Optimization exercise on an open flow, not production practice. RTL: at most simulated, not proved equivalent. Function not checked: run 5. Power: default activity.

[config.mk]
export PLATFORM = sky130hd
export DESIGN_NAME = voltmeter_display_controller_core
export DESIGN_NICKNAME = voltmeter_display_controller_core
export VERILOG_FILES = /design/flow/design.v
export SDC_FILE = /design/flow/constraint.sdc
export NUM_CORES = 4
export LEC_CHECK = 0
export ABC_AREA = 1
export ABC_CLOCK_PERIOD_IN_PS = 2000
export CAP_MARGIN = 20
export CORE_MARGIN = 2
export CORE_UTILIZATION = 40
export CTS_BUF_LIST = sky130_fd_sc_hd__clkbuf_4 sky130_fd_sc_hd__clkbuf_8
export CTS_CLUSTER_DIAMETER = 60
export CTS_CLUSTER_SIZE = 40
export PLACE_DENSITY = 0.75
export SLEW_MARGIN = 20
[constraint.sdc]
create_clock -name core_clock -period 8.0 [get_ports {i_clk}]
set_input_delay 1.6000 -clock core_clock [delete_from_list [all_inputs] [get_ports {i_clk}]]
set_output_delay 1.6000 -clock core_clock [all_outputs]
set_load 0.01 [all_outputs]
[design.v]
`default_nettype none
package vdc_pkg;
    localparam int ADC_W      = 10;
    localparam int ACC_W      = 13;    
    localparam int CNT_W      = 3;
    localparam int FUNC_W     = 2;
    localparam int SW_W       = 4;
    localparam int VAL_W      = 7;
    localparam int DUTY_W     = 7;
    localparam int SEG_W      = 8;
    localparam int PERIOD_W   = 16;
    localparam int PL_W       = 10;    
    localparam int OPD_W      = 11;    
    localparam int CFG_IDX_W  = 3;
    localparam int CFG_DATA_W = 16;
    localparam logic [PERIOD_W-1:0] PERIOD_RST = 16'd25000;
    localparam logic [DUTY_W-1:0]   LEVEL0_RST = 7'd3;
    localparam logic [DUTY_W-1:0]   LEVEL1_RST = 7'd15;
    localparam logic [DUTY_W-1:0]   LEVEL2_RST = 7'd40;
    localparam logic [DUTY_W-1:0]   LEVEL3_RST = 7'd90;
    localparam logic [ACC_W-1:0] ACC_BIAS = 13'd120;
    localparam logic [FUNC_W-1:0] FUNC_SAMPLE  = 2'd0;
    localparam logic [FUNC_W-1:0] FUNC_REFRESH = 2'd1;
    localparam logic [FUNC_W-1:0] FUNC_SWITCH  = 2'd2;
    localparam logic [FUNC_W-1:0] FUNC_NONE    = 2'd3;
    function automatic logic [SEG_W-2:0] glyph(input logic [3:0] d);
        case (d)
            4'd0:    glyph = 7'h77;
            4'd1:    glyph = 7'h41;
            4'd2:    glyph = 7'h3B;
            4'd3:    glyph = 7'h6B;
            4'd4:    glyph = 7'h4D;
            4'd5:    glyph = 7'h6E;
            4'd6:    glyph = 7'h7E;
            4'd7:    glyph = 7'h43;
            4'd8:    glyph = 7'h7F;
            4'd9:    glyph = 7'h6F;
            4'd10:   glyph = 7'h5F;
            4'd11:   glyph = 7'h7C;
            4'd12:   glyph = 7'h36;
            4'd13:   glyph = 7'h79;
            4'd14:   glyph = 7'h3E;
            default: glyph = 7'h1E;
        endcase
    endfunction
    function automatic logic [SEG_W-1:0] refresh_seg(input logic t, input logic [VAL_W-1:0] v);
        logic [3:0] d;
        case ({t, v})
            8'h00: d = 4'd0;
            8'h01: d = 4'd1;
            8'h02: d = 4'd2;
            8'h03: d = 4'd3;
            8'h04: d = 4'd4;
            8'h05: d = 4'd5;
            8'h06: d = 4'd6;
            8'h07: d = 4'd7;
            8'h08: d = 4'd8;
            8'h09: d = 4'd9;
            8'h0A: d = 4'd0;
            8'h0B: d = 4'd1;
            8'h0C: d = 4'd2;
            8'h0D: d = 4'd3;
            8'h0E: d = 4'd4;
            8'h0F: d = 4'd5;
            8'h10: d = 4'd6;
            8'h11: d = 4'd7;
            8'h12: d = 4'd8;
            8'h13: d = 4'd9;
            8'h14: d = 4'd0;
            8'h15: d = 4'd1;
            8'h16: d = 4'd2;
            8'h17: d = 4'd3;
            8'h18: d = 4'd4;
            8'h19: d = 4'd5;
            8'h1A: d = 4'd6;
            8'h1B: d = 4'd7;
            8'h1C: d = 4'd8;
            8'h1D: d = 4'd9;
            8'h1E: d = 4'd0;
            8'h1F: d = 4'd1;
            8'h20: d = 4'd2;
            8'h21: d = 4'd3;
            8'h22: d = 4'd4;
            8'h23: d = 4'd5;
            8'h24: d = 4'd6;
            8'h25: d = 4'd7;
            8'h26: d = 4'd8;
            8'h27: d = 4'd9;
            8'h28: d = 4'd0;
            8'h29: d = 4'd1;
            8'h2A: d = 4'd2;
            8'h2B: d = 4'd3;
            8'h2C: d = 4'd4;
            8'h2D: d = 4'd5;
            8'h2E: d = 4'd6;
            8'h2F: d = 4'd7;
            8'h30: d = 4'd8;
            8'h31: d = 4'd9;
            8'h32: d = 4'd0;
            8'h33: d = 4'd1;
            8'h34: d = 4'd2;
            8'h35: d = 4'd3;
            8'h36: d = 4'd4;
            8'h37: d = 4'd5;
            8'h38: d = 4'd6;
            8'h39: d = 4'd7;
            8'h3A: d = 4'd8;
            8'h3B: d = 4'd9;
            8'h3C: d = 4'd0;
            8'h3D: d = 4'd1;
            8'h3E: d = 4'd2;
            8'h3F: d = 4'd3;
            8'h40: d = 4'd4;
            8'h41: d = 4'd5;
            8'h42: d = 4'd6;
            8'h43: d = 4'd7;
            8'h44: d = 4'd8;
            8'h45: d = 4'd9;
            8'h46: d = 4'd0;
            8'h47: d = 4'd1;
            8'h48: d = 4'd2;
            8'h49: d = 4'd3;
            8'h4A: d = 4'd4;
            8'h4B: d = 4'd5;
            8'h4C: d = 4'd6;
            8'h4D: d = 4'd7;
            8'h4E: d = 4'd8;
            8'h4F: d = 4'd9;
            8'h50: d = 4'd0;
            8'h51: d = 4'd1;
            8'h52: d = 4'd2;
            8'h53: d = 4'd3;
            8'h54: d = 4'd4;
            8'h55: d = 4'd5;
            8'h56: d = 4'd6;
            8'h57: d = 4'd7;
            8'h58: d = 4'd8;
            8'h59: d = 4'd9;
            8'h5A: d = 4'd0;
            8'h5B: d = 4'd1;
            8'h5C: d = 4'd2;
            8'h5D: d = 4'd3;
            8'h5E: d = 4'd4;
            8'h5F: d = 4'd5;
            8'h60: d = 4'd6;
            8'h61: d = 4'd7;
            8'h62: d = 4'd8;
            8'h63: d = 4'd9;
            8'h64: d = 4'd0;
            8'h65: d = 4'd1;
            8'h66: d = 4'd2;
            8'h67: d = 4'd3;
            8'h68: d = 4'd4;
            8'h69: d = 4'd5;
            8'h6A: d = 4'd6;
            8'h6B: d = 4'd7;
            8'h6C: d = 4'd8;
            8'h6D: d = 4'd9;
            8'h6E: d = 4'd0;
            8'h6F: d = 4'd1;
            8'h70: d = 4'd2;
            8'h71: d = 4'd3;
            8'h72: d = 4'd4;
            8'h73: d = 4'd5;
            8'h74: d = 4'd6;
            8'h75: d = 4'd7;
            8'h76: d = 4'd8;
            8'h77: d = 4'd9;
            8'h78: d = 4'd0;
            8'h79: d = 4'd1;
            8'h7A: d = 4'd2;
            8'h7B: d = 4'd3;
            8'h7C: d = 4'd4;
            8'h7D: d = 4'd5;
            8'h7E: d = 4'd6;
            8'h7F: d = 4'd7;
            8'h80: d = 4'd0;
            8'h81: d = 4'd0;
            8'h82: d = 4'd0;
            8'h83: d = 4'd0;
            8'h84: d = 4'd0;
            8'h85: d = 4'd0;
            8'h86: d = 4'd0;
            8'h87: d = 4'd0;
            8'h88: d = 4'd0;
            8'h89: d = 4'd0;
            8'h8A: d = 4'd1;
            8'h8B: d = 4'd1;
            8'h8C: d = 4'd1;
            8'h8D: d = 4'd1;
            8'h8E: d = 4'd1;
            8'h8F: d = 4'd1;
            8'h90: d = 4'd1;
            8'h91: d = 4'd1;
            8'h92: d = 4'd1;
            8'h93: d = 4'd1;
            8'h94: d = 4'd2;
            8'h95: d = 4'd2;
            8'h96: d = 4'd2;
            8'h97: d = 4'd2;
            8'h98: d = 4'd2;
            8'h99: d = 4'd2;
            8'h9A: d = 4'd2;
            8'h9B: d = 4'd2;
            8'h9C: d = 4'd2;
            8'h9D: d = 4'd2;
            8'h9E: d = 4'd3;
            8'h9F: d = 4'd3;
            8'hA0: d = 4'd3;
            8'hA1: d = 4'd3;
            8'hA2: d = 4'd3;
            8'hA3: d = 4'd3;
            8'hA4: d = 4'd3;
            8'hA5: d = 4'd3;
            8'hA6: d = 4'd3;
            8'hA7: d = 4'd3;
            8'hA8: d = 4'd4;
            8'hA9: d = 4'd4;
            8'hAA: d = 4'd4;
            8'hAB: d = 4'd4;
            8'hAC: d = 4'd4;
            8'hAD: d = 4'd4;
            8'hAE: d = 4'd4;
            8'hAF: d = 4'd4;
            8'hB0: d = 4'd4;
            8'hB1: d = 4'd4;
            8'hB2: d = 4'd5;
            8'hB3: d = 4'd5;
            8'hB4: d = 4'd5;
            8'hB5: d = 4'd5;
            8'hB6: d = 4'd5;
            8'hB7: d = 4'd5;
            8'hB8: d = 4'd5;
            8'hB9: d = 4'd5;
            8'hBA: d = 4'd5;
            8'hBB: d = 4'd5;
            8'hBC: d = 4'd6;
            8'hBD: d = 4'd6;
            8'hBE: d = 4'd6;
            8'hBF: d = 4'd6;
            8'hC0: d = 4'd6;
            8'hC1: d = 4'd6;
            8'hC2: d = 4'd6;
            8'hC3: d = 4'd6;
            8'hC4: d = 4'd6;
            8'hC5: d = 4'd6;
            8'hC6: d = 4'd7;
            8'hC7: d = 4'd7;
            8'hC8: d = 4'd7;
            8'hC9: d = 4'd7;
            8'hCA: d = 4'd7;
            8'hCB: d = 4'd7;
            8'hCC: d = 4'd7;
            8'hCD: d = 4'd7;
            8'hCE: d = 4'd7;
            8'hCF: d = 4'd7;
            8'hD0: d = 4'd8;
            8'hD1: d = 4'd8;
            8'hD2: d = 4'd8;
            8'hD3: d = 4'd8;
            8'hD4: d = 4'd8;
            8'hD5: d = 4'd8;
            8'hD6: d = 4'd8;
            8'hD7: d = 4'd8;
            8'hD8: d = 4'd8;
            8'hD9: d = 4'd8;
            8'hDA: d = 4'd9;
            8'hDB: d = 4'd9;
            8'hDC: d = 4'd9;
            8'hDD: d = 4'd9;
            8'hDE: d = 4'd9;
            8'hDF: d = 4'd9;
            8'hE0: d = 4'd9;
            8'hE1: d = 4'd9;
            8'hE2: d = 4'd9;
            8'hE3: d = 4'd9;
            8'hE4: d = 4'd10;
            8'hE5: d = 4'd10;
            8'hE6: d = 4'd10;
            8'hE7: d = 4'd10;
            8'hE8: d = 4'd10;
            8'hE9: d = 4'd10;
            8'hEA: d = 4'd10;
            8'hEB: d = 4'd10;
            8'hEC: d = 4'd10;
            8'hED: d = 4'd10;
            8'hEE: d = 4'd11;
            8'hEF: d = 4'd11;
            8'hF0: d = 4'd11;
            8'hF1: d = 4'd11;
            8'hF2: d = 4'd11;
            8'hF3: d = 4'd11;
            8'hF4: d = 4'd11;
            8'hF5: d = 4'd11;
            8'hF6: d = 4'd11;
            8'hF7: d = 4'd11;
            8'hF8: d = 4'd12;
            8'hF9: d = 4'd12;
            8'hFA: d = 4'd12;
            8'hFB: d = 4'd12;
            8'hFC: d = 4'd12;
            8'hFD: d = 4'd12;
            8'hFE: d = 4'd12;             
            default: d = 4'd12;
        endcase
        refresh_seg = {t, glyph(d)};
    endfunction
endpackage
`default_nettype wire
`default_nettype none
import vdc_pkg::*;
module vdc_cfg (
    input  wire logic                    i_clk,
    input  wire logic                    i_rst_n,
    input  wire logic                    i_cfg_we,
    input  wire logic [CFG_IDX_W-1:0]    i_cfg_idx,
    input  wire logic [CFG_DATA_W-1:0]   i_cfg_data,
    input  wire logic                    i_rotate,
    output      logic [PERIOD_W-1:0]     o_period,
    output      logic [4*DUTY_W-1:0]     o_levels
);
    logic [PERIOD_W-1:0] r_period;
    logic [DUTY_W-1:0]   r_level0, r_level1, r_level2, r_level3;
    always_ff @(posedge i_clk) begin
        if (!i_rst_n) begin
            r_period <= PERIOD_RST;
            r_level0 <= LEVEL0_RST;
            r_level1 <= LEVEL1_RST;
            r_level2 <= LEVEL2_RST;
            r_level3 <= LEVEL3_RST;
        end else begin
            if (i_cfg_we && i_cfg_idx == 3'd0) r_period <= i_cfg_data;
            else if (i_rotate)                 r_period <= {r_period[PERIOD_W-2:0], r_period[PERIOD_W-1]};
            if (i_cfg_we && i_cfg_idx == 3'd1) r_level0 <= i_cfg_data[DUTY_W-1:0];
            if (i_cfg_we && i_cfg_idx == 3'd2) r_level1 <= i_cfg_data[DUTY_W-1:0];
            if (i_cfg_we && i_cfg_idx == 3'd3) r_level2 <= i_cfg_data[DUTY_W-1:0];
            if (i_cfg_we && i_cfg_idx == 3'd4) r_level3 <= i_cfg_data[DUTY_W-1:0];
        end
    end
    assign o_period = r_period;
    assign o_levels = {r_level3, r_level2, r_level1, r_level0};
endmodule
`default_nettype wire
`default_nettype none
import vdc_pkg::*;
module vdc_state (
    input  wire logic                 i_clk,
    input  wire logic                 i_rst_n,
    input  wire logic                 i_load,
    input  wire logic [FUNC_W-1:0]    i_func,
    input  wire logic [PL_W-1:0]      i_pl,
    output      logic [FUNC_W-1:0]    o_op,
    output      logic [OPD_W-1:0]     o_opd
);
    logic [ACC_W-1:0]  r_acc;      
    logic [CNT_W-1:0]  r_count;
    logic              r_volt;     
    logic [FUNC_W-1:0] r_op;
    logic [OPD_W-1:0]  r_opd;
    logic [ACC_W:0]    w_acc_sum;
    logic              w_sample, w_last;
    assign w_acc_sum = (ACC_W+1)'(r_acc) + (ACC_W+1)'(i_pl);
    assign w_sample  = (i_func == FUNC_SAMPLE) && r_volt;
    assign w_last    = (r_count == 3'd7);
    always_ff @(posedge i_clk) begin
        if (!i_rst_n) begin
            r_acc   <= ACC_BIAS;
            r_count <= '0;
            r_volt  <= 1'b1;
        end else if (i_load) begin
            if (w_sample) begin
                r_acc   <= w_last ? ACC_BIAS : w_acc_sum[ACC_W-1:0];
                r_count <= r_count + 3'd1;
            end
            if (i_func == FUNC_SWITCH && i_pl[9:8] != 2'd3)
                r_volt <= (i_pl[9:8] == 2'd0);
        end
    end
    always_ff @(posedge i_clk) begin
        if (i_load) begin
            if (i_func == FUNC_SAMPLE) begin
                r_op  <= (w_sample && w_last) ? FUNC_SAMPLE : FUNC_NONE;
                r_opd <= w_acc_sum[ACC_W:3];
            end else begin
                r_op  <= i_func;
                r_opd <= OPD_W'(i_pl);
            end
        end
    end
    assign o_op  = r_op;
    assign o_opd = r_opd;
endmodule
`default_nettype wire
`default_nettype none
import vdc_pkg::*;
module vdc_out (
    input  wire logic                 i_clk,
    input  wire logic                 i_rst_n,
    input  wire logic                 i_load,
    input  wire logic [FUNC_W-1:0]    i_op,
    input  wire logic [OPD_W-1:0]     i_opd,
    input  wire logic                 i_period_we,   
    input  wire logic [PERIOD_W-1:0]  i_period,
    output      logic                 o_busy,
    output      logic                 o_rotate,   
    output      logic [SEG_W-1:0]     o_seg,
    output      logic [DUTY_W-1:0]    o_duty,
    output      logic [VAL_W-1:0]     o_value,
    output      logic [PERIOD_W-1:0]  o_compare
);
    logic [VAL_W-1:0]  r_value;
    logic              r_toggle;
    logic [DUTY_W-1:0] r_duty;
    logic [SEG_W-1:0]  r_seg;      
    logic [PERIOD_W:0] r_q;
    logic [6:0]        r_rem;
    logic [5:0]        w_a;
    logic [4:0]        w_b;
    logic              w_ge1;
    logic [VAL_W-1:0]  w_avg_val;
    assign w_a       = i_opd[10:5];
    assign w_b       = i_opd[4:0];
    assign w_ge1     = w_a[5] || (w_b >= ~w_a[4:0]);
    assign w_avg_val = (w_a == 6'd31 && w_b == 5'd31) ? 7'd33 : VAL_W'(w_a) + VAL_W'(w_ge1);
    logic [1:0]        w_mode;
    logic [DUTY_W-1:0] w_lv;
    logic              w_lv_zero, w_lv_full;
    assign w_mode    = i_opd[9:8];
    assign w_lv      = i_opd[DUTY_W-1:0];
    assign w_lv_zero = (w_lv == 7'd0);
    assign w_lv_full = (w_lv >= 7'd100);
    logic w_sw, w_set0, w_setp, w_start;
    assign w_sw    = i_load && (i_op == FUNC_SWITCH);
    assign w_set0  = w_sw && (w_mode == 2'd0 || (w_mode == 2'd2 && w_lv_zero));
    assign w_setp  = w_sw && (w_mode == 2'd1 || (w_mode == 2'd2 && w_lv_full));
    assign w_start = (i_period_we && r_duty != 7'd0) || (w_sw && w_mode == 2'd2 && !w_lv_zero && !w_lv_full);
    always_ff @(posedge i_clk) begin
        if (!i_rst_n) begin
            r_value  <= '0;
            r_toggle <= 1'b0;
            r_duty   <= '0;
            r_seg    <= '0;
        end else if (i_load) begin
            case (i_op)
                FUNC_SAMPLE: r_value <= w_avg_val;
                FUNC_REFRESH: begin
                    r_toggle <= !r_toggle;
                    r_seg    <= vdc_pkg::refresh_seg(r_toggle, r_value);
                end
                FUNC_SWITCH: case (w_mode)
                    2'd0: r_duty <= 7'd0;
                    2'd1: r_duty <= 7'd100;
                    2'd2: begin
                        r_duty  <= w_lv_full ? 7'd100 : w_lv;
                        r_value <= w_lv;
                    end
                    default: ;
                endcase
                default: ;
            endcase
        end
    end
    logic [8:0] w_t;
    logic [1:0] w_k;
    logic [8:0] w_rem;
    logic [1:0] r_kq;
    logic [PERIOD_W-1:0] w_inc;      
    always_comb begin
        for (int i = 0; i < PERIOD_W; i++)
            w_inc[i] = r_kq[1] && (&(r_q[PERIOD_W-1:0] | (16'hffff << i)));
    end
    logic       w_step;
    assign o_busy   = !r_q[PERIOD_W];
    assign w_step   = o_busy && !r_q[PERIOD_W-1];
    assign o_rotate = w_step;
    assign w_t      = {1'b0, r_rem, 1'b0} + (i_period[PERIOD_W-1] ? {2'b00, r_duty} : 9'd0);
    always_comb begin
        if (w_t >= 9'd200) begin
            w_k   = 2'd2;
            w_rem = w_t - 9'd200;
        end else if (w_t >= 9'd100) begin
            w_k   = 2'd1;
            w_rem = w_t - 9'd100;
        end else begin
            w_k   = 2'd0;
            w_rem = w_t;
        end
    end
    always_ff @(posedge i_clk) begin
        if (!i_rst_n) begin
            r_q <= {1'b1, {PERIOD_W{1'b0}}};
        end else if (w_start) begin
            r_q <= '0;      
        end else if (w_set0) begin
            r_q <= {1'b1, {PERIOD_W{1'b0}}};
        end else if (w_setp) begin
            r_q <= {1'b1, i_period};
        end else if (o_busy) begin
            r_q <= {r_q[PERIOD_W-1:0] ^ w_inc, r_kq[0]};
        end
    end
    always_ff @(posedge i_clk) begin
        if (w_start) begin
            r_kq  <= 2'd1;
            r_rem <= '0;
        end else if (w_step) begin
            r_kq  <= w_k;
            r_rem <= w_rem[6:0];
        end
    end
    assign o_seg     = r_seg;
    assign o_duty    = r_duty;
    assign o_value   = r_value;
    assign o_compare = r_q[PERIOD_W-1:0];
endmodule
`default_nettype wire
`default_nettype none
import vdc_pkg::*;
module voltmeter_display_controller_core (
    input  wire logic                           i_clk,
    input  wire logic                           i_rst_n,
    input  wire logic                           i_cfg_we,
    input  wire logic [vdc_pkg::CFG_IDX_W-1:0]  i_cfg_idx,
    input  wire logic [vdc_pkg::CFG_DATA_W-1:0] i_cfg_data,
    input  wire logic                           i_in_valid,
    output      logic                           o_in_ready,
    input  wire logic [vdc_pkg::FUNC_W-1:0]     i_in_func,
    input  wire logic [9:0]                     i_in_sample,
    input  wire logic [vdc_pkg::SW_W-1:0]       i_in_switches,
    output      logic                           o_out_valid,
    input  wire logic                           i_out_ready,
    output      logic [vdc_pkg::SEG_W-1:0]      o_out_segments,
    output      logic                           o_out_digit_high,
    output      logic [vdc_pkg::DUTY_W-1:0]     o_out_duty_percent,
    output      logic [vdc_pkg::PERIOD_W-1:0]   o_out_compare_count,
    output      logic [vdc_pkg::VAL_W-1:0]      o_out_shown_value
);
    logic [PERIOD_W-1:0]  w_period;
    logic [4*DUTY_W-1:0]  w_levels;
    logic                 w_busy, w_rotate;
    logic                 r_m_valid, r_k_valid, r_p_valid, r_s_pend;
    logic                 w_take, w_adv1, w_adv2;
    assign o_out_valid = r_s_pend && !w_busy;
    assign w_adv2      = r_p_valid && !w_busy && (!r_s_pend || i_out_ready);
    assign w_adv1      = r_m_valid && (!r_p_valid || w_adv2);
    assign o_in_ready  = !r_k_valid;
    assign w_take      = i_in_valid && !r_k_valid;
    always_ff @(posedge i_clk) begin
        if (!i_rst_n) begin
            r_m_valid <= 1'b0;
            r_k_valid <= 1'b0;
            r_p_valid <= 1'b0;
            r_s_pend  <= 1'b0;
        end else begin
            if (w_adv1) begin
                r_m_valid <= r_k_valid || w_take;
                r_k_valid <= 1'b0;
            end else if (w_take) begin
                r_m_valid <= 1'b1;
                r_k_valid <= r_m_valid;
            end
            if (w_adv1)      r_p_valid <= 1'b1;
            else if (w_adv2) r_p_valid <= 1'b0;
            if (w_adv2)                          r_s_pend <= 1'b1;
            else if (o_out_valid && i_out_ready) r_s_pend <= 1'b0;
        end
    end
    logic [FUNC_W-1:0]    r_m_func,  r_k_func;
    logic [PL_W-1:0]      r_m_pl,    r_k_pl;
    logic [PL_W-1:0]      w_in_pl;
    logic [DUTY_W-1:0]    w_in_lv;
    assign w_in_lv = w_levels[i_in_switches[3:2]*DUTY_W +: DUTY_W];
    assign w_in_pl = (i_in_func == FUNC_SWITCH) ? {i_in_switches[1:0], 1'b0, w_in_lv}
                                                : i_in_sample;
    always_ff @(posedge i_clk) begin
        if (w_adv1 ? !r_k_valid : !r_m_valid) begin
            r_m_func <= i_in_func;
            r_m_pl   <= w_in_pl;
        end else if (w_adv1) begin
            r_m_func <= r_k_func;
            r_m_pl   <= r_k_pl;
        end
        if (!r_k_valid) begin
            r_k_func <= i_in_func;
            r_k_pl   <= w_in_pl;
        end
    end
    logic w_period_we;
    assign w_period_we = i_cfg_we && (i_cfg_idx == 3'd0);
    vdc_cfg u_cfg (
        .i_clk      (i_clk),
        .i_rst_n    (i_rst_n),
        .i_cfg_we   (i_cfg_we),
        .i_cfg_idx  (i_cfg_idx),
        .i_cfg_data (i_cfg_data),
        .i_rotate   (w_rotate),
        .o_period   (w_period),
        .o_levels   (w_levels)
    );
    logic [FUNC_W-1:0]   w_op;
    logic [OPD_W-1:0]    w_opd;
    logic [SEG_W-1:0]    w_seg;
    logic [DUTY_W-1:0]   w_duty;
    logic [VAL_W-1:0]    w_value;
    logic [PERIOD_W-1:0] w_compare;
    vdc_state u_state (
        .i_clk      (i_clk),
        .i_rst_n    (i_rst_n),
        .i_load     (w_adv1),
        .i_func     (r_m_func),
        .i_pl       (r_m_pl),
        .o_op       (w_op),
        .o_opd      (w_opd)
    );
    vdc_out u_out (
        .i_clk       (i_clk),
        .i_rst_n     (i_rst_n),
        .i_load      (w_adv2),
        .i_op        (w_op),
        .i_opd       (w_opd),
        .i_period_we (w_period_we),
        .i_period    (w_period),
        .o_busy      (w_busy),
        .o_rotate    (w_rotate),
        .o_seg       (w_seg),
        .o_duty      (w_duty),
        .o_value     (w_value),
        .o_compare   (w_compare)
    );
    assign o_out_segments      = w_seg;
    assign o_out_digit_high    = w_seg[SEG_W-1];
    assign o_out_duty_percent  = w_duty;
    assign o_out_compare_count = w_compare;
    assign o_out_shown_value   = w_value;
endmodule
`default_nettype wire
[flow/run.sh]
#!/bin/bash
# The standard layout (standard.sh: standard synthesis and ORFS flow),
# with two changes: the port buffers are buf_2 cells instead of the default
# choice, and timing repair aims for a setup slack of 5.3 ns. ORFS writes each
# step's log under orfs/logs/; make's own output goes to standard.log.
set -euo pipefail
export BUFFER_PORTS_ARGS="-buffer_cell sky130_fd_sc_hd__buf_2"
export SETUP_SLACK_MARGIN=5.3
bash standard.sh > standard.log 2>&1
[standard.sh]
#!/bin/bash
# synth_recipe.tcl (not shown) runs the flow's synth.tcl, then flattens the netlist and writes it again
# the make line also repeats each setting of config.mk as NAME=value (left out here)
make -C /OpenROAD-flow-scripts/flow DESIGN_CONFIG=/design/flow/config.mk WORK_HOME=/design/flow/orfs CLKGATE_MAP_FILE= SYNTH_SCRIPT=/design/flow/synth_recipe.tcl "${@:-finish}"
==> notes.md, run 1 <==
The total number of yosys warnings came out at 4. The average cell area after synthesis came out at 7.142 um2. At the later pin of the worst-skew pair, clock insertion delay measures about 0.46 ns.

Timing would allow up to around 370 MHz. In the finished design, the share of the clock period the worst path needs comes to 0.3349. The post-route DRC violation count came out at 0. The TritonCTS buffer count came out at 17.

The total non-filler cell area in the finished layout is between 10000 and 15000 um2. From synthesis to final layout, the design area changed by 15.51%. Once detailed placement completed, the half-perimeter wirelength came to 16110 um. The final setup skew came out at between 0.008 and 0.009 ns. The area fraction in compound gates after synthesis came out at 0.1374. The via count of the routed design is around 8.6k. The largest fanout of any net on the critical path came out at 2. The shortest clock period the worst path allows after layout came out at ~2.7 ns.

The area of all sequential standard cells came out at ~3400 um2. The number of detailed-routing iterations run before antenna repair is 6. TritonCTS built the clock tree. The total count of hold-check failures in the final report is 0. In the post-synthesis netlist, the cell with the most instances is nand2_1. The final weighted congestion in routability-driven placement is between 0.8 and 0.9. The adder and majority cell fraction of the synthesized area is 0.06857. The initial core utilization is 0.4088. The first-pass GRT wire length is 36730 um. The placement row count is 54. Of the total synthesized cell area, the portion taken by AND, OR, NAND and NOR gates is 0.2973. The class of the most critical setup path is flop to primary output. The number of different library cells used by synthesis comes to 50. The critical path startpoint category is a flop. The data required time of the critical path came out at ~6.4 ns. The number of nets in the synthesized netlist came out at ~1.3k.

The dominant register cell in the synthesized netlist is dfxtp_1. Summed over all instances, the cell type with the most area after synthesis is dfxtp_1. Setup repair after global routing left no endpoint under its margin. The clock sink count is 151. The placeable core area came out at between 20000 and 25000 um2. The die is 153.8 um tall.

The synthesized-area fraction occupied by xor and xnor cells is 0.009756. The number of register bits inferred by synthesis came out at ~150. The total power divided by cell area came out at 206.7 nW/um2.

The layout has approximately 2.1k filler cells. For the final routed database, the setup TNS stands at 0 ns. The area of the die came out at about 24000 um2. 81 I/O pins were placed.

Of the cells placed in the final design, the portion with a size suffix greater than 1 is 0.1871. The detail route stage leaves a number of antenna-violating nets equal to 0. The vias per cell came out at 5.242. The tightest slew margin relative to the limit is 0.5897. The synthesized instance count is about 1.3k. The area share of the leading cell type in the synthesized netlist came out at 0.2542. By count the netlist is led by nand2_1, inv_1, dfxtp_1. The worst min-delay path category is flop to flop. The post-synthesis mux area share is 0.01129.

By area the synthesized netlist is led by dfxtp_1, nand2_1, edfxtp_1. The total global-route track usage is 0.1877. The total of buffers placed on input and output ports is 80. The run finished with no timing, DRC or antenna violations. The data arrival time at the worst-slack endpoint is 1.08 ns. The number of flops mapped to enable cells by yosys is 37.

The number of levels the H-tree was split into came out at 4. The count of antenna diodes in the layout came out at 0. The via count of the first global-routing pass is roughly 7.6k.

The number of max-cap violations came out at 0. STA classifies the critical path endpoint as a primary output. The standard cell area after detailed placement came out at between 9000 and 10000 um2. The maximum number of buffers from clock root to sink is 2. VDD sags by at most 0.1051 mV. The final number of setup-violating endpoints is 0.

The number of DRC markers after the initial detailed-route iteration is about 660. The slew of the pin with the lowest slew margin came out at 0.6149 ns. The static power due to leakage came out at 0.004732 uW. The count of hold buffers inserted by post-cts repair is 0. The routed design has 22330 um of wire.

Entering global routing, the biggest net connects between 50 and 60 pins. The count of pins over their slew limit came out at 0. The horizontal die dimension is about 150 um. The number of antenna violations at the first check in global routing came to 0. For this run the aggregate overflow at the end of global routing stands at 0. The multi-input gate area in the final layout is between 4000 and 5000 um2. The final net count is between 1k and 1.5k. The average wire per standard cell came out at 13.68 um. The portion of the post-synthesis area used by sequential elements is 0.3780. The clock transition at the registers of the reported paths is approximately 0.08 ns.

The share of flip-flops with an asynchronous set or reset is 0. By area, the combinational part of the netlist is dominated by simple AND/OR/NAND/NOR gates. After synthesis the cells add up to 8977 um2. The tree is rooted in a clkbuf_8.
==> critical path, stage by stage (launching register included) <==
cell        delay (ns)
dfxtp_2           0.36
clkinvlp_4        0.11
buf_2             0.15
==> area by class of cell <==
type,count,share of cell area
repair inverters,1,0.0007239
repair buffers,114,0.06383
well taps,280,0.03378
inverters,153,0.05804
clock buffers,19,0.02401
flip-flops and latches,151,0.3307
multi-input cells,901,0.4671
clock inverters,13,0.02184
==> registers in the layout, summed over array words and instances (netlist names), 8 cells and up <==
name,cells
u_out.r_q,17
u_cfg.r_period,16
u_state.r_acc,13
u_state.r_opd,11
r_k_pl,10
r_m_pl,10
u_out.r_seg,8
==> power by group <==
part           switching, uW  internal (uW)  total, uW
registers               53.1            846        899
clock network            282            409        691
logic                    340            214        553
total                    675           1470       2140
==> worst paths after layout <==
| path | end | cells after the start | slack [ns] | start |
|---|---|---|---|---|
| worst max-delay path | o_in_ready | 2 | 5.32 | r_k_valid |
| worst min-delay path | u_cfg.r_level2[2] | 2 | 0.45 | u_cfg.r_level2[2] |
| worst max register to register | u_out.r_value[2] | 13 | 5.36 | u_state.r_opd[6] |
| worst min register to register | u_cfg.r_level2[2] | 2 | 0.45 | u_cfg.r_level2[2] |
==> metrics by stage <==
stage / total power (uW) / utilization / std cells / hold WS, ns / setup WS [ns]
floorplan: 1277 / - / 1257 / 0.4236 / 5.160
global placement: 1391 / 0.4320 / 1569 / 0.4324 / 4.534
detailed placement: 1400 / 0.4320 / 1569 / 0.4414 / 4.438
CTS: 2100 / 0.4593 / 1610 / 0.4594 / 5.278
global route: 2269 / 0.4723 / 1632 / 0.4868 / 5.230
finish: 2144 / 0.4723 / 1632 / 0.4545 / 5.321
==> kinds of logic after synthesis <==
family | after synthesis
adder cells (fa/ha/maj) | 48
buffers and inverters | 205
AO/OA/AOI/OAI | 219
AND/OR/NAND/NOR | 615
multiplexers | 9
flip-flops | 151
XOR/XNOR | 10
==> layout by cell type (no fill, tap or decap), types with 4 or more instances in the layout <==
cell | Yosys | layout
nand2_1 | 328 | 321
inv_1 | 134 | 129
nand3_1 | 113 | 112
nor2_1 | 107 | 103
dfxtp_1 | 114 | 97
a21oi_1 | 79 | 79
buf_2 | 4 | 79
o21ai_0 | 69 | 67
ha_1 | 46 | 41
edfxtp_1 | 37 | 37
buf_4 | 23 | 34
a31oi_1 | 33 | 33
nand4_1 | 20 | 20
inv_2 | 16 | 17
clkbuf_8 | 0 | 17
nand2_2 | 11 | 12
dfxtp_2 | 0 | 11
nor2_2 | 6 | 8
nand2_4 | 2 | 8
o22ai_1 | 8 | 8
clkinvlp_4 | 0 | 6
o211ai_1 | 6 | 6
or2_2 | 6 | 6
xor2_1 | 6 | 6
mux2_2 | 9 | 6
nor3_1 | 7 | 6
bufinv_16 | 0 | 6
dfxtp_4 | 0 | 6
nor2_4 | 3 | 5
o21ai_1 | 3 | 5
xnor2_1 | 4 | 4
nand3_2 | 3 | 4
==> metal layers <==
layer,vias up,GRT usage,share of wire
li1,4328,-,-
met2,237,0.3027,0.46
met1,3944,0.2533,0.46
met5,-,0,0
met3,46,0.03298,0.050
met4,0,0.06898,0.025
==> what timing repair did <==
action                                  CTS  global route
resized for setup                        23            40
cloned                                    0             1
pin swaps                                 2            10
hold endpoints to repair                  0             0
endpoints found under the setup margin   61            49
buffers inserted                          9            21
Testbench counts, summed over its fixed seeds: cycles 17,396, items 16,046.
==> inputs of run 2 (changes only) <==
--- a/config.mk
+++ b/config.mk
@@ -7,11 +7,11 @@
 export LEC_CHECK = 0
 export ABC_AREA = 1
 export ABC_CLOCK_PERIOD_IN_PS = 2000
-export CAP_MARGIN = 20
+export CAP_MARGIN = 10
 export CORE_MARGIN = 2
 export CORE_UTILIZATION = 40
 export CTS_BUF_LIST = sky130_fd_sc_hd__clkbuf_4 sky130_fd_sc_hd__clkbuf_8
 export CTS_CLUSTER_DIAMETER = 60
 export CTS_CLUSTER_SIZE = 40
 export PLACE_DENSITY = 0.75
-export SLEW_MARGIN = 20
+export SLEW_MARGIN = 10
==> notes.md, run 2 <==
The final net count came out at 1427 (unchanged). The initial core utilization is 0.4088 (unchanged). The count of pins over their slew limit came to 0 (unchanged). The average cell area after synthesis is 7.142 um2 (unchanged). The slew of the pin with the lowest slew margin is 0.6149 ns (unchanged). The area share of the leading cell type in the synthesized netlist is 0.2542 (unchanged). The filler-free cell count of the finished design came out at 1632 (unchanged). The flip-flop count of the largest register after layout came out at 17 (unchanged).

The placeable core area is 21960 um2 (unchanged). The total number of yosys warnings came out at 4 (unchanged). The number of antenna violations at the first check in global routing came out at 0 (unchanged). The average wire per standard cell came out at 13.68 um (unchanged). The number of nets in the synthesized netlist came out at 1345 (unchanged). The remaining global-route overflow came out at 0 (unchanged). Traced cell by cell, the critical path runs through clkinvlp_4 -> buf_2. In the synthesized netlist the dominant register cell turns out to be dfxtp_1. The endpoint identified for the worst register-to-register timing path is u_out.r_value[2]. The via count of the first global-routing pass is 7625 (unchanged).

The top achievable clock speed came out at 373.3 MHz (unchanged). The synthesized instance count is 1257 (unchanged). The horizontal die dimension was 153.8 um (unchanged). The total power divided by cell area came out at 206.7 nW/um2 (unchanged). The final number of setup-violating endpoints came to 0 (unchanged).

The area of the die came out at 23660 um2 (unchanged). The via count of the routed design came out at 8555 (unchanged). The clock network latency to the later pin of the worst-skew pair is 0.46 ns (about the same). The signed area change from the synthesized netlist to the final layout came to 15.51% (unchanged). The tree is rooted in a clkbuf_8. Ranked by flip-flop count, first place goes to u_out.r_q. The total global-route track usage is 0.1877 (unchanged).

The number of flops mapped to enable cells by yosys came to 37 (unchanged). The setup path with the least slack is of type flop to primary output. The cell total after placement is 1569 (unchanged). The post-route DRC violation count is 0 (unchanged). The worst register-to-register path begins at u_state.r_opd[6]. The maximum number of buffers from clock root to sink came to 2 (unchanged). The portion of the clock cycle consumed by the worst path in the final layout is 0.3349 (unchanged).

The TritonCTS buffer count was 17 (unchanged). nand2_1 is the most common cell in the netlist. The reg2reg setup slack is 5.36 ns (about the same).

In the layout the commonest cells are nand2_1, inv_1, nand3_1, nor2_1, dfxtp_1. The floorplan die height came out at 153.8 um (unchanged). By area the synthesized netlist is led by dfxtp_1, nand2_1, edfxtp_1.

Setup repair after global routing left no endpoint under its margin. The number of different library cells in the post-synthesis netlist came to 50 (unchanged). The number of DRC markers after the initial detailed-route iteration came out at 656 (unchanged). The flow ran to the end and the layout has no timing, DRC or antenna violations. The vias per cell came out at 5.242 (unchanged). The clock transition at the registers of the reported paths came out at 0.08 ns (about the same). The first-pass GRT wire length was 36730 um (unchanged). The overall routed net length came out at 22330 um (unchanged).

The data required time of the critical path came out at 6.40 ns (about the same). The number of detailed-routing iterations run before antenna repair came out at 6 (unchanged). TritonCTS built the clock tree. Leaving out fill and tap cells, the most frequent cell in the layout is nand2_1. The delay of the slowest critical-path stage is 0.36 ns (about the same). The cell with the largest stage delay on the worst path is dfxtp_2. The number of max-cap violations came to 0 (unchanged).

Ranked by instance count, the synthesized netlist is headed by nand2_1, inv_1, dfxtp_1. dfxtp_1 takes more of the synthesized area than any other cell. The number of levels the H-tree was split into came out at 4 (unchanged). The total of buffers placed on input and output ports is 80 (unchanged). The remaining antenna violation count came out at 0 (unchanged).

The share of layout cells above drive strength 1 is 0.1871 (unchanged). The portion of the post-synthesis area used by sequential elements is 0.3780 (unchanged). The hold-critical path endpoint is u_cfg.r_level2[2].

The shortest clock period the worst path allows after layout came to 2.679 ns (unchanged). The total I/O pin count came out at 81 (unchanged). The clock sink count came out at 151 (unchanged). The static power due to leakage came to 0.004732 uW (unchanged). The data arrival time at the worst-slack endpoint came out at 1.08 ns (about the same). The netlist area before placement came to 8977 um2 (unchanged). The largest fanout of any net on the critical path is 2 (unchanged). The pin count of the biggest net entering global routing is 53 (unchanged). STA classifies the critical path startpoint as a flop. The number of cells on the worst reg-to-reg path came to 13 (unchanged). The total count of hold-check failures in the final report came out at 0 (unchanged). The total of fill cells in the finished design is 2121 (unchanged). The hold path startpoint is u_cfg.r_level2[2]. The placement row count came to 54 (unchanged). The worst min-delay path category is flop to flop. The share of flip-flops with an asynchronous set or reset came out at 0 (unchanged).

The total half-perimeter wirelength after legalization and detailed placement came out at 16110 um (unchanged). The count of antenna diodes in the layout came out at 0 (unchanged). The number of cells traversed by the worst hold path came out at 2 (unchanged).

The worst-case vdd ir drop is 0.1051 mV (unchanged). The tightest slew margin relative to the limit came out at 0.5897 (unchanged). In the final layout, the registers with the most flip-flops are u_out.r_q: 17 flops, u_cfg.r_period: 16 flops, u_state.r_acc: 13 flops. The sum of negative setup slack came out at 0 ns (unchanged). The nature of the critical path endpoint is a primary output. The final setup skew came out at 0.008657 ns (unchanged).

The final weighted congestion in routability-driven placement was 0.8992 (unchanged). The number of register bits inferred by synthesis is 151 (unchanged). The share of the core filled with cells came out at 0.4723 (unchanged).
[run 2: cell counts in the layout (fill, tap and decap cells not counted)]
Identical to the previous run, type by type.
[run 2: cell families (layout without fill, tap and decap cells)]
family                   Yosys count  in the layout  share of synthesized area
adder cells (fa/ha/maj)           48             48                    0.06857
flip-flops                       151            151                     0.3780
multiplexers                       9              9                    0.01129
XOR/XNOR                          10             10                   0.009756
buffers and inverters            205            300                    0.09770
AND/OR/NAND/NOR                  615            615                     0.2973
AO/OA/AOI/OAI                    219            219                     0.1374
[run 2: critical path: cells and delay by family, from the launching register on]
| family | cells | cell delay [ns] |
|---|---|---|
| DFF | 1 | 0.36 |
| buffers and inverters | 2 | 0.26 |
[run 2: metrics by stage]
stage	hold WS, ns	total power [uW]	worst slack, ns	cell area, um2
after floorplan	0.4236	1277	5.160	9016
after global placement	0.4324	1391	4.534	9487
after detailed placement	0.4414	1400	4.438	9487
after CTS	0.4594	2100	5.278	10080
after global routing	0.4868	2269	5.230	10370
final	0.4545	2144	5.321	10370
[run 2: timing repair]
action,4_1_cts,5_1_grt
hold buffers,0,0
gates resized for setup,23,40
gates cloned,0,1
pin swaps,2,10
endpoints found under the setup margin,61,49
setup buffers,9,21
[run 2: report_power, final]
part           total, uW  switching (uW)  internal [uW]
registers            899            53.1            846
logic                553             340            214
clock network        691             282            409
total               2140             675           1470
[run 2: worst max path at each step]
| stage | slack, ns | from | endpoint |
|---|---|---|---|
| floorplan | 5.16 | i_out_ready | r_m_pl[5] |
| global placement | 4.53 | i_cfg_idx[1] | u_out.r_q[10] |
| detailed placement | 4.44 | i_cfg_idx[1] | u_out.r_q[10] |
| CTS | 5.28 | r_k_valid | o_in_ready |
| global route | 5.23 | u_state.r_opd[5] | u_out.r_value[2] |
| finish | 5.32 | r_k_valid | o_in_ready |
[run 2: cell type report]
type / count / area (um2) / area share
multi-input cells: 901 / 4843 / 0.4671
flip-flops and latches: 151 / 3430 / 0.3307
repair buffers: 114 / 661.9 / 0.06383
inverters: 153 / 601.8 / 0.05804
well taps: 280 / 350.3 / 0.03378
clock buffers: 19 / 249.0 / 0.02401
clock inverters: 13 / 226.5 / 0.02184
repair inverters: 1 / 7.507 / 0.0007239
[run 2: layer usage]
metal | global-route usage | wire (um) | up-vias
met5 | 0 | 0 | -
li1 | - | - | 4328
met2 | 0.3027 | 10330 | 237
met1 | 0.2533 | 10340 | 3944
met4 | 0.06898 | 549 | 0
met3 | 0.03298 | 1107 | 46
==> inputs of run 3 (changes only) <==
--- a/config.mk
+++ b/config.mk
@@ -7,11 +7,12 @@
 export LEC_CHECK = 0
 export ABC_AREA = 1
 export ABC_CLOCK_PERIOD_IN_PS = 2000
-export CAP_MARGIN = 10
+export CAP_MARGIN = 20
 export CORE_MARGIN = 2
 export CORE_UTILIZATION = 40
 export CTS_BUF_LIST = sky130_fd_sc_hd__clkbuf_4 sky130_fd_sc_hd__clkbuf_8
 export CTS_CLUSTER_DIAMETER = 60
 export CTS_CLUSTER_SIZE = 40
-export PLACE_DENSITY = 0.75
-export SLEW_MARGIN = 10
+export PLACE_DENSITY = 0.9
+export SLEW_MARGIN = 20
+export TNS_END_PERCENT = 20
==> notes.md, run 3 <==
The flow ran to the end and the layout has no timing, DRC or antenna violations. The placeable core area is 21960 um2 (unchanged). The shortest clock period the worst path allows after layout came out at 2.812 ns (+0.1330 ns). The area share of the leading cell type in the synthesized netlist came to 0.2542 (unchanged). The vias per cell came out at 5.371 (+2.5%).

The synthesized-area fraction occupied by xor and xnor cells came to 0.009756 (unchanged). The worst register-to-register path begins at u_cfg.r_period[15]. By count the netlist is led by nand2_1, inv_1, dfxtp_1. The share of layout cells above drive strength 1 came out at 0.1644 (-0.02271). The minimum setup slack in the final design came out at 5.188 ns (-0.1330 ns). The number of cells on the worst reg-to-reg path is 20 (+7). The placement row count is 54 (unchanged).

In this run the worst setup path terminates at u_out.r_q[10]. The pin count of the biggest net entering global routing is 53 (unchanged). The portion of the clock cycle consumed by the worst path in the final layout came out at 0.3515 (+0.01663). The netlist area before placement came out at 8977 um2 (unchanged). Setup repair after global routing could not meet its margin everywhere.

The top cell types in the final layout, fill and taps aside, are nand2_1, inv_1, nand3_1, dfxtp_1, nor2_1. The total I/O pin count came to 81 (unchanged). The flip-flop count of the largest register after layout is 17 (unchanged). The signed area change from the synthesized netlist to the final layout came out at 12.60%. The worst-case vdd ir drop came out at 0.1294 mV (+23%). The main combinational cell family by area after synthesis is simple AND/OR/NAND/NOR gates. The data arrival time at the worst-slack endpoint came to 3.22 ns (+2.14 ns). The horizontal die dimension is 153.8 um (unchanged). The remaining global-route overflow was 0 (unchanged). The area fraction in compound gates after synthesis is 0.1374 (unchanged). The critical path startpoint category is an input port.

The TritonCTS buffer count came out at 17 (unchanged). The number of register bits inferred by synthesis is 151 (unchanged). The tightest slew margin relative to the limit came out at 0.3867 (-0.2030). The post-synthesis mux area share is 0.01129 (unchanged).

The worst min-delay path category is flop to flop. The delay of the slowest critical-path stage is 0.69 ns (+0.33 ns). The first-pass GRT wire length came to 36510 um (-0.58%). The total count of hold-check failures in the final report came to 0 (unchanged).

The floorplan die height came to 153.8 um (unchanged). The sum of negative setup slack was 0 ns (unchanged). Ranked by flip-flop count, first place goes to u_out.r_q. The average wire per standard cell came out at 14.11 um (+3.1%). The number of flops mapped to enable cells by yosys is 37 (unchanged).

The family of cells with the greatest summed delay on the critical path is buffers and inverters. The share of flip-flops with an asynchronous set or reset came out at 0 (unchanged). By area the synthesized netlist is led by dfxtp_1, nand2_1, edfxtp_1. The reg2reg setup slack was 5.34 ns (-0.02 ns).

The top achievable clock speed came to 355.6 MHz (-4.7%). In this run the critical register-to-register path is captured at u_out.r_rem[3]. The number of nets in the synthesized netlist came out at 1345 (unchanged). The clock network latency to the later pin of the worst-skew pair came to 0.46 ns (about the same). Tracing the worst setup path back leads to its startpoint at i_rst_n. The path length in cells of the critical path came to 7 (+5). The overall routed net length is 22820 um (+2.2%).

The most common cell type on the critical path is inv_1. The clock tree from TritonCTS is yes. The total power divided by cell area came out at 199.8 nW/um2 (-3.4%). The largest fanout of any net on the critical path came to 52 (+50).

The number of levels the H-tree was split into is 4 (unchanged). The number of detailed-routing iterations run before antenna repair came out at 6 (unchanged). The data required time of the critical path was 8.41 ns (+2.01 ns). For this run, the leading register cell type out of synthesis is dfxtp_1. The total of fill cells in the finished design is 2078 (-2.0%). The clock transition at the registers of the reported paths came out at 0.08 ns (about the same). The class of the most critical setup path is input port to flop. The static power due to leakage came out at 0.004617 uW (-2.4%).

The average cell area after synthesis came to 7.142 um2 (unchanged). The total half-perimeter wirelength after legalization and detailed placement is 16470 um (+2.3%). The cell with the largest stage delay on the worst path is buf_2. The final weighted congestion in routability-driven placement is 0.9348 (+4.0%). The final setup skew came out at 0.01428 ns (+0.005624 ns).

The most common library cell in the layout ignoring fill and taps is nand2_1. The count of pins over their slew limit came out at 0 (unchanged). The maximum number of buffers from clock root to sink came to 2 (unchanged). The worst setup path is captured at a flop. The total of buffers placed on input and output ports was 80 (unchanged). The total global-route track usage is 0.1858 (-0.001929).

The number of antenna violations at the first check in global routing is 0 (unchanged). The synthesized instance count came out at 1257 (unchanged). The clock sink count came to 151 (unchanged).

The post-route DRC violation count is 0 (unchanged). The number of max-cap violations is 0 (unchanged). The area of the die came out at 23660 um2 (unchanged). The slew of the pin with the lowest slew margin was 0.9199 ns (+0.3051 ns). Of all cell types, the one taking the most synthesized area is dfxtp_1. The final net count came out at 1413 (-0.98%).

The final number of setup-violating endpoints is 0 (unchanged). The most used standard cell by instance count after synthesis is nand2_1. CTS placed an instance of clkbuf_8 at the clock tree root. The initial core utilization is 0.4088 (unchanged).

The via count of the first global-routing pass came out at 7828 (+2.7%). The portion of the post-synthesis area used by sequential elements came out at 0.3780 (unchanged). In the final layout, the registers with the most flip-flops are u_out.r_q: 17 flops, u_cfg.r_period: 16 flops, u_state.r_acc: 13 flops. The simple-gate share of the synthesized area came out at 0.2973 (unchanged). The number of different library cells in the post-synthesis netlist was 50 (unchanged). The number of buffer and inverter instances along the worst setup path was 4 (+2).

The adder and majority cell fraction of the synthesized area is 0.06857 (unchanged). Traced cell by cell, the critical path runs through buf_2 -> inv_1 -> a21oi_1 -> nand2_2 -> inv_2 -> o21ai_0 -> inv_1. The count of antenna diodes in the layout came out at 0 (unchanged).

The count of hold buffers inserted by post-cts repair came out at 0 (unchanged). The remaining antenna violation count was 0 (unchanged). The post-place setup slack was 4.243 ns (-0.1949 ns). The via count of the routed design was 8690 (+1.6%). The number of DRC markers after the initial detailed-route iteration is 706 (+7.6%).

The total number of yosys warnings is 4 (unchanged). The number of cells traversed by the worst hold path is 2 (unchanged).
-- run 3: cell counts after synthesis --
No cell type changed its count.
-- run 3: how the worst min path moves through the flow --
stage	startpoint	to	slack (ns)
detailed placement	u_cfg.r_level1[1]	u_cfg.r_level1[1]	0.44
CTS	u_cfg.r_level1[0]	u_cfg.r_level1[0]	0.46
floorplan	u_cfg.r_level1[0]	u_cfg.r_level1[0]	0.42
global route	u_cfg.r_level2[6]	u_cfg.r_level2[6]	0.48
global placement	u_cfg.r_level1[0]	u_cfg.r_level1[0]	0.43
finish	u_cfg.r_level1[0]	u_cfg.r_level1[0]	0.46
-- run 3: cells by family (layout without fill, tap and decap cells) --
group,after synthesis,count (layout)
adders and majority gates,48,48
buffers and inverters,205,285
and+or+nand+nor,615,616
DFF,151,151
AOI/OAI and AO/OA,219,219
muxes,9,9
xor gates and xnor gates,10,10
-- run 3: where the power goes --
group          switching [uW]  internal, uW
clock                     286           268
combinational             347           216
sequential               55.3           847
total                     688          1330
-- run 3: tightest hold or removal path: stages, from the launching register on --
cell and delay [ns]:
dfxtp_1 0.33, nand2_1 0.05, nand3_1 0.05
-- run 3: through the flow --
step                      utilization  hold WS [ns]  area, um2  power [uW]  instances
after global routing           0.4603        0.4829      10110        2137       1618
after detailed placement       0.4311        0.4381       9465        1399       1567
after CTS                      0.4505        0.4590       9892        1949       1602
after floorplan                     -        0.4236       9010        1276       1257
after global placement         0.4311        0.4330       9465        1380       1567
final                          0.4603        0.4620      10110        2019       1618
-- run 3: layout make-up --
cell class	count	area, um2	area share
sequential	151	3407	0.3370
multi-input combinational	902	4832	0.4780
clock inverter	12	100.1	0.009902
clock buffer	20	275.3	0.02723
inverter	153	593.1	0.05867
timing repair buffer	100	550.5	0.05446
tap	280	350.3	0.03466
-- run 3: repair_timing --
action,4_1_cts,5_1_grt
gates resized for setup,13,26
buffers inserted,3,15
pin swaps,0,10
hold endpoints to repair,0,0
endpoints found under the setup margin,60,88
gates cloned,0,1
-- run 3: per-layer routing --
metal,share of wire,global-route usage,up-vias
met5,0,0,-
li1,-,-,4293
met4,0.029,0.07788,0
met2,0.48,0.3078,362
met1,0.44,0.2393,3979
met3,0.058,0.03382,56
==> inputs of run 4 (changes only) <==
--- a/config.mk
+++ b/config.mk
@@ -15,4 +15,3 @@
 export CTS_CLUSTER_SIZE = 40
 export PLACE_DENSITY = 0.9
 export SLEW_MARGIN = 20
-export TNS_END_PERCENT = 20
==> notes.md, run 4 <==
The met3 layer wire length in the routed design is 1381 um (+4.2%). The number of levels the H-tree was split into is 4 (unchanged). The number of detailed-routing iterations run before antenna repair came out at 5 (-1). The number of nets in the synthesized netlist came out at 1345 (unchanged). Leaving out fill and tap cells, the most frequent cell in the layout is nand2_1.

Ranked by total cell area, the synthesized netlist is headed by dfxtp_1, nand2_1, edfxtp_1. The highest metal layer carrying signal wires in the routed design is met4. STA classifies the critical path endpoint as a primary output. The placement row count was 54 (unchanged). The family of cells with the greatest summed delay on the critical path is flip-flops. The filler-free cell count of the finished design is 1633 (+0.93%).

TritonCTS built the clock tree. The path length in cells of the critical path came to 2 (-5). The count of pins over their slew limit is 0 (unchanged). The number of different library cells in the post-synthesis netlist is 50 (unchanged). The netlist area before placement came to 8977 um2 (unchanged).

The sum of negative setup slack came out at 0 ns (unchanged). The shortest clock period the worst path allows after layout was 2.658 ns (-0.1539 ns). The data arrival time at the worst-slack endpoint is 1.06 ns (-2.16 ns). The top achievable clock speed is 376.2 MHz (+5.8%).

The number of buffer and inverter instances along the worst setup path was 2 (-2). The tightest slew margin relative to the limit came out at 0.6192 (+0.2325). The overall power is 2107 uW (+4.4%).

The floorplan die height came to 153.8 um (unchanged). The number of max-cap violations came out at 0 (unchanged). Compared with the post-synthesis result, the final layout area differs by 15.34%.

The data required time of the critical path was 6.40 ns (-2.01 ns). The cell total after placement is 1568 (+0.064%). The cell with the largest stage delay on the worst path is dfxtp_2. The largest fanout of any net on the critical path came out at 2 (-96%).

The final net count is 1428 (+1.1%). The total I/O pin count is 81 (unchanged). The number of DRC markers after the initial detailed-route iteration was 769 (+8.9%). The share of layout cells above drive strength 1 came to 0.1892 (+0.02478).

The count of hold buffers inserted by post-cts repair came out at 0 (unchanged). The final weighted congestion in routability-driven placement is 0.9398 (+0.53%). The TritonCTS buffer count came out at 17 (unchanged).

The total of buffers placed on input and output ports is 80 (unchanged). The post-route DRC violation count is 0 (unchanged). The number of antenna violations at the first check in global routing came out at 0 (unchanged).

Among all flip-flop cells after synthesis, the most frequent one is dfxtp_1. The total half-perimeter wirelength after legalization and detailed placement is 16430 um (-0.23%). In the post-synthesis netlist, the cell with the most instances is nand2_1. The sum of routed wire segments on met1 came to 9991 um (+0.27%). The portion of the post-synthesis area used by sequential elements came to 0.3780 (unchanged). The worst-case vdd ir drop is 0.1391 mV (+7.5%). In the final layout, the registers with the most flip-flops are u_out.r_q: 17 flops, u_cfg.r_period: 16 flops, u_state.r_acc: 13 flops. The static power due to leakage is 0.004731 uW (+2.5%). The master cell of the clock root buffer is clkbuf_8.

Counting instances in the post-synthesis netlist gives the leading cell types as nand2_1, inv_1, dfxtp_1. The area of the die was 23660 um2 (unchanged). The clock transition at the registers of the reported paths came to 0.08 ns (about the same).

The run finished with no timing, DRC or antenna violations. The min-delay analysis places its worst path in the category flop to flop. The average wire per standard cell came out at 14.32 um (+1.5%).

The placeable core area came out at 21960 um2 (unchanged). The total count of hold-check failures in the final report is 0 (unchanged). The total non-filler cell area in the finished layout is 10350 um2 (+2.4%).

The synthesized instance count is 1257 (unchanged). The portion of the clock cycle consumed by the worst path in the final layout came out at 0.3323 (-0.01924). The total global-route track usage is 0.1902 (+0.004437).

The flip-flop count of the largest register after layout was 17 (unchanged). The clock sink count is 151 (unchanged). The vias per cell is 5.373 (about the same). The area share of the leading cell type in the synthesized netlist is 0.2542 (unchanged). The average cell area after synthesis was 7.142 um2 (unchanged). The number of cells on the worst reg-to-reg path came to 15 (-25%). Summed over all instances, the cell type with the most area after synthesis is dfxtp_1. The total number of yosys warnings came to 4 (unchanged).

The met2 wire length is 11200 um (+3.0%). The final number of setup-violating endpoints came to 0 (unchanged). The horizontal die dimension came out at 153.8 um (unchanged).

The via count of the first global-routing pass was 8003 (+2.2%). The overall routed net length came out at 23390 um (+2.5%). The post-place setup slack came out at 4.504 ns (+0.2606 ns). The remaining global-route overflow was 0 (unchanged). Traced cell by cell, the critical path runs through clkinvlp_4 -> buf_6. The class of the most critical setup path is flop to primary output.

The library cells used most frequently in the layout, excluding fill and tap cells, are nand2_1, inv_1, nand3_1, nor2_1, dfxtp_1. The count of antenna diodes in the layout is 0 (unchanged). The remaining antenna violation count is 0 (unchanged).

The critical path startpoint category is a flop. The number of register bits inferred by synthesis was 151 (unchanged). The standard cell area after detailed placement came to 9479 um2 (+0.15%). The pin count of the biggest net entering global routing came out at 53 (unchanged). The clock network latency to the later pin of the worst-skew pair is 0.46 ns (about the same).

The total power divided by cell area is 203.5 nW/um2 (+1.9%). The first-pass GRT wire length came out at 37580 um (+2.9%). u_out.r_q holds more flip-flops than any other register. The via count of the routed design is 8774 (+0.97%). The delay of the slowest critical-path stage came to 0.35 ns (-0.34 ns). The slew of the pin with the lowest slew margin came out at 0.5706 ns (-0.3493 ns). The minimum setup slack in the final design is 5.342 ns (+0.1539 ns). The maximum number of buffers from clock root to sink came to 2 (unchanged).

The final setup skew came out at 0.01017 ns (-0.004110 ns). The number of cells traversed by the worst hold path was 2 (unchanged). The total of fill cells in the finished design is 2049 (-1.4%). The number of flops mapped to enable cells by yosys is 37 (unchanged). Setup repair after global routing could not meet its margin everywhere. The initial core utilization is 0.4088 (unchanged). The share of flip-flops with an asynchronous set or reset is 0 (unchanged).
[run 4: cell count changes in the layout (fill, tap and decap cells not counted), moves of 4 or more]
cell and delta:
buf_4 +14, dfxtp_1 -9, dfxtp_2 +5, dfxtp_4 +4
inv_1 -4, nand2_1 -4
[run 4: cell type report]
type                            instances  area (um2)  share of cell area
Tap cell                              280       350.3             0.03383
Clock buffer                           20       262.8             0.02537
Timing Repair inverter                  1       7.507           0.0007250
Sequential cell                       151        3428              0.3311
Clock inverter                         12       171.4             0.01655
Multi-Input combinational cell        901        4850              0.4683
Timing Repair Buffer                  115       684.4             0.06609
Inverter                              153       600.6             0.05800
[run 4: worst paths after layout]
kind,start,endpoint,slack [ns]
setup reg to reg,u_state.r_opd[0],u_out.r_value[4],5.39
setup / recovery,r_k_valid,o_in_ready,5.34
hold / removal,u_cfg.r_level1[3],u_cfg.r_level1[3],0.45
hold reg to reg,u_cfg.r_level1[3],u_cfg.r_level1[3],0.45
[run 4: per-stage QoR]
stage | util | hold WS [ns]
2_1_floorplan | - | 0.4236
3_3_place_gp | 0.4317 | 0.4324
3_5_place_dp | 0.4317 | 0.4378
4_1_cts | 0.4570 | 0.4585
5_1_grt | 0.4716 | 0.4814
6_report | 0.4716 | 0.4542
[run 4: worst register-to-register path, cell delays in order (launching register included)]
cell and delay, ns:
edfxtp_1 0.45, inv_2 0.11, ha_1 0.23, inv_1 0.05
a21boi_0 0.08, o21a_1 0.20, o21a_1 0.18, o21ai_0 0.14
nand2_1 0.09, ha_2 0.20, ha_1 0.20, nand2_1 0.08
inv_1 0.06, nand3_1 0.10, nand4_1 0.11, a221oi_1 0.24
[run 4: power breakdown]
group          switching (uW)  internal [uW]  total [uW]
combinational             355            213         569
clock                     284            355         639
sequential               53.9            846         900
total                     693           1410        2110
[run 4: repair_timing]
action,in CTS,in global routing
pin swaps,2,9
resized for setup,22,43
setup endpoints to repair,54,58
setup buffers,7,25
cloned,0,1
[run 4: layer usage]
metal  GRT usage  vias up
met1      0.2414     4035
met5           0        -
met2      0.3172      338
li1            -     4322
met4     0.08456        0
met3     0.03467       79
[run 4: cell families after synthesis]
family,share of synthesized area
simple gates,0.2973
compound gates,0.1374
buf+inv,0.09770
flops,0.3780
fa+ha+maj,0.06857
xor+xnor,0.009756
mux,0.01129
==> inputs of run 5 (changes only) <==
--- a/design.v
+++ b/design.v
@@ -429,11 +429,12 @@
     assign w_lv      = i_opd[DUTY_W-1:0];
     assign w_lv_zero = (w_lv == 7'd0);
     assign w_lv_full = (w_lv >= 7'd100);
-    logic w_sw, w_set0, w_setp, w_start;
+    logic w_sw, w_set0, w_setp, w_lv_start, w_p_start;
     assign w_sw    = i_load && (i_op == FUNC_SWITCH);
     assign w_set0  = w_sw && (w_mode == 2'd0 || (w_mode == 2'd2 && w_lv_zero));
     assign w_setp  = w_sw && (w_mode == 2'd1 || (w_mode == 2'd2 && w_lv_full));
-    assign w_start = (i_period_we && r_duty != 7'd0) || (w_sw && w_mode == 2'd2 && !w_lv_zero && !w_lv_full);
+    assign w_lv_start = w_sw && w_mode == 2'd2 && !w_lv_zero && !w_lv_full;
+    assign w_p_start  = i_period_we && r_duty != 7'd0;
     always_ff @(posedge i_clk) begin
         if (!i_rst_n) begin
             r_value  <= '0;
@@ -472,7 +473,7 @@
     logic       w_step;
     assign o_busy   = !r_q[PERIOD_W];
     assign w_step   = o_busy && !r_q[PERIOD_W-1];
-    assign o_rotate = w_step;
+    assign o_rotate = w_step || w_lv_start;
     assign w_t      = {1'b0, r_rem, 1'b0} + (i_period[PERIOD_W-1] ? {2'b00, r_duty} : 9'd0);
     always_comb begin
         if (w_t >= 9'd200) begin
@@ -489,8 +490,10 @@
     always_ff @(posedge i_clk) begin
         if (!i_rst_n) begin
             r_q <= {1'b1, {PERIOD_W{1'b0}}};
-        end else if (w_start) begin
-            r_q <= '0;      
+        end else if (w_lv_start) begin
+            r_q <= {{PERIOD_W{1'b0}}, 1'b1};
+        end else if (w_p_start) begin
+            r_q <= '0;
         end else if (w_set0) begin
             r_q <= {1'b1, {PERIOD_W{1'b0}}};
         end else if (w_setp) begin
@@ -500,7 +503,10 @@
         end
     end
     always_ff @(posedge i_clk) begin
-        if (w_start) begin
+        if (w_lv_start) begin
+            r_kq  <= 2'd0;
+            r_rem <= i_period[PERIOD_W-1] ? w_lv : 7'd0;
+        end else if (w_p_start) begin
             r_kq  <= 2'd1;
             r_rem <= '0;
         end else if (w_step) begin
--- a/config.mk
+++ b/config.mk
@@ -13,5 +13,5 @@
 export CTS_BUF_LIST = sky130_fd_sc_hd__clkbuf_4 sky130_fd_sc_hd__clkbuf_8
 export CTS_CLUSTER_DIAMETER = 60
 export CTS_CLUSTER_SIZE = 40
-export PLACE_DENSITY = 0.9
+export PLACE_DENSITY = 0.75
 export SLEW_MARGIN = 20
==> notes.md, run 5 <==
The number of nets in the synthesized netlist came out at 1342 (-0.22%). The final number of setup-violating endpoints is 0 (unchanged). The via count of the first global-routing pass is 8119 (+1.4%). The shortest clock period the worst path allows after layout is 2.677 ns (+0.01902 ns).

The relative contribution of the clock network to total power is 0.336 (+0.033). The number of register bits inferred by synthesis came to 151 (unchanged). The total number of yosys warnings is 4 (unchanged). The horizontal die dimension was 154.2 um (+0.27%). The netlist area before placement came out at 9027 um2 (+0.56%). The number of detailed-routing iterations run before antenna repair came to 6 (+1). The number of DRC markers after the initial detailed-route iteration came out at 758 (-1.4%). The clock network latency to the later pin of the worst-skew pair is 0.47 ns (about the same). The number of buffer and inverter instances along the worst setup path came to 3 (+1).

The run finished with no timing, DRC or antenna violations. The overall routed net length came out at 23470 um (+0.36%). The combinational power share is 0.166 (-0.104). The standard cell area after detailed placement came out at 9573 um2 (+0.99%). The internal power summed over all cells is 1201 uW (-15%). u_out.r_q holds more flip-flops than any other register. The share of flip-flops with an asynchronous set or reset is 0 (unchanged). The top achievable clock speed came to 373.5 MHz (-0.71%).

The number of flops mapped to enable cells by yosys came out at 44 (+19%). The final weighted congestion in routability-driven placement is 0.9159 (-2.5%). The area share of the leading cell type in the synthesized netlist is 0.2373 (-0.01693). TritonCTS built the clock tree. The count of hold buffers inserted by post-cts repair came to 0 (unchanged). The remaining antenna violation count is 0 (unchanged).

The tightest slew margin relative to the limit came out at 0.3899 (-0.2293). The initial core utilization came out at 0.4111 (+0.002279). The total count of hold-check failures in the final report is 0 (unchanged). The maximum number of buffers from clock root to sink came out at 2 (unchanged). The vias per cell is 5.323 (-0.92%).

The largest registers in the layout are u_out.r_q: 17 flops, u_cfg.r_period: 16 flops, u_state.r_acc: 13 flops. The first-pass GRT wire length came out at 38590 um (+2.7%). The delay of the slowest critical-path stage is 0.35 ns (about the same). The total global-route track usage is 0.1957 (+0.005438).

The average cell area after synthesis came to 7.199 um2 (+0.80%). The portion of the post-synthesis area used by sequential elements is 0.3836 (+0.005666). The static power due to leakage is 0.004756 uW (+0.53%).

The most common library cell in the layout ignoring fill and taps is nand2_1. The flip-flop count of the largest register after layout is 17 (unchanged). The area of the die is 23790 um2 (+0.55%). The number of antenna violations at the first check in global routing is 0 (unchanged). The worst-case hold slack was 0.4638 ns (+0.009598 ns). The count of pins over their slew limit is 0 (unchanged). The switching power share of the total is 0.3190 (-0.009764).

The final net count is 1422 (-0.42%). The slew of the pin with the lowest slew margin came to 0.9111 ns (+0.3405 ns). Setup repair after global routing could not meet its margin everywhere. The total half-perimeter wirelength after legalization and detailed placement is 16570 um (+0.85%). From synthesis to final layout, the design area changed by 15.55%. The number of different library cells in the post-synthesis netlist came to 46 (-8.0%). The most used standard cell by instance count after synthesis is nand2_1.

The number of max-cap violations is 0 (unchanged). The sum of negative setup slack was 0 ns (unchanged). The dominant register cell in the synthesized netlist is dfxtp_1. The clock transition at the registers of the reported paths came out at 0.10 ns (+0.02 ns). The reg2reg setup slack came out at 5.40 ns (about the same). By area the synthesized netlist is led by dfxtp_1, edfxtp_1, nand2_1. The placeable core area is 21960 um2 (unchanged).

The largest fanout of any net on the critical path is 2 (unchanged). The family of cells with the greatest summed delay on the critical path is flip-flops. The post-route DRC violation count came to 0 (unchanged). The total I/O pin count was 81 (unchanged). The floorplan die height is 154.2 um (+0.27%).

The pin count of the biggest net entering global routing came out at 61 (+15%). The TritonCTS buffer count is 17 (unchanged). The total of buffers placed on input and output ports is 80 (unchanged). The final setup skew is 0.01790 ns (+0.007732 ns). Walking the worst path, the cells encountered are inv_2 -> buf_8 -> buf_6. STA classifies the critical path endpoint as a primary output.
[run 5: through the flow]
step | instances | power [uW] | setup slack, ns
floorplan | 1254 | 1087 | 5.282
global placement | 1564 | 1157 | 4.218
detailed placement | 1564 | 1164 | 4.107
CTS | 1608 | 1756 | 5.304
global route | 1627 | 1852 | 5.229
finish | 1627 | 1763 | 5.323
[run 5: cells by family after synthesis]
family | Yosys count | synth area share
adder cells (fa/ha/maj) | 48 | 0.06819
multiplexers | 9 | 0.01123
AO/OA/AOI/OAI | 238 | 0.1502
AND/OR/NAND/NOR | 590 | 0.2782
flip-flops | 151 | 0.3836
buffers and inverters | 203 | 0.09397
XOR/XNOR | 15 | 0.01455
[run 5: power groups by stage]
stage	clock network [uW]	logic, uW	registers (uW)
final	593	294	877
after detailed placement	0	268	896
after global placement	0	262	895
after CTS	601	279	876
after global routing	636	333	883
after floorplan	0	211	876
[run 5: worst paths after layout]
kind                            from                 to  cells after the start
setup / recovery           r_k_valid         o_in_ready                      3
hold / removal     u_cfg.r_level1[2]  u_cfg.r_level1[2]                      2
hold reg to reg    u_cfg.r_level1[2]  u_cfg.r_level1[2]                      2
setup reg to reg  u_cfg.r_period[15]     u_out.r_rem[5]                     16
[run 5: routing by layer]
layer / vias up / share of wire / global-route usage
li1: 4335 / - / -
met3: 34 / 0.054 / 0.03166
met4: 0 / 0.016 / 0.06320
met1: 3997 / 0.45 / 0.2608
met2: 295 / 0.48 / 0.3256
met5: - / 0 / 0
[run 5: worst reg2reg max path, cell delays in order (launching register included)]
cell     delay [ns]
dfxtp_4        0.38
nand2_1        0.06
inv_1          0.04
ha_2           0.17
fa_2           0.40
xor2_4         0.18
inv_2          0.11
ha_1           0.15
inv_1          0.07
a21oi_2        0.17
inv_1          0.07
nand3_2        0.13
nand3_4        0.11
nand2_1        0.09
nand3_1        0.09
nand2_1        0.09
nand2_1        0.05
[run 5: timing repair]
item / 4_1_cts / 5_1_grt
pin swaps: 3 / 11
gates resized for setup: 35 / 43
setup endpoints to repair: 89 / 68
cloned: 2 / 1
buffers inserted: 10 / 18
[run 5: cell type report]
cell class	count	area [um2]
Clock inverter	15	155.1
Sequential cell	151	3505
Multi-Input combinational cell	900	4910
Clock buffer	17	234.0
Inverter	150	593.1
Tap cell	280	350.3
Fill cell	2136	11530
Timing Repair inverter	3	17.52
Timing Repair Buffer	111	666.9
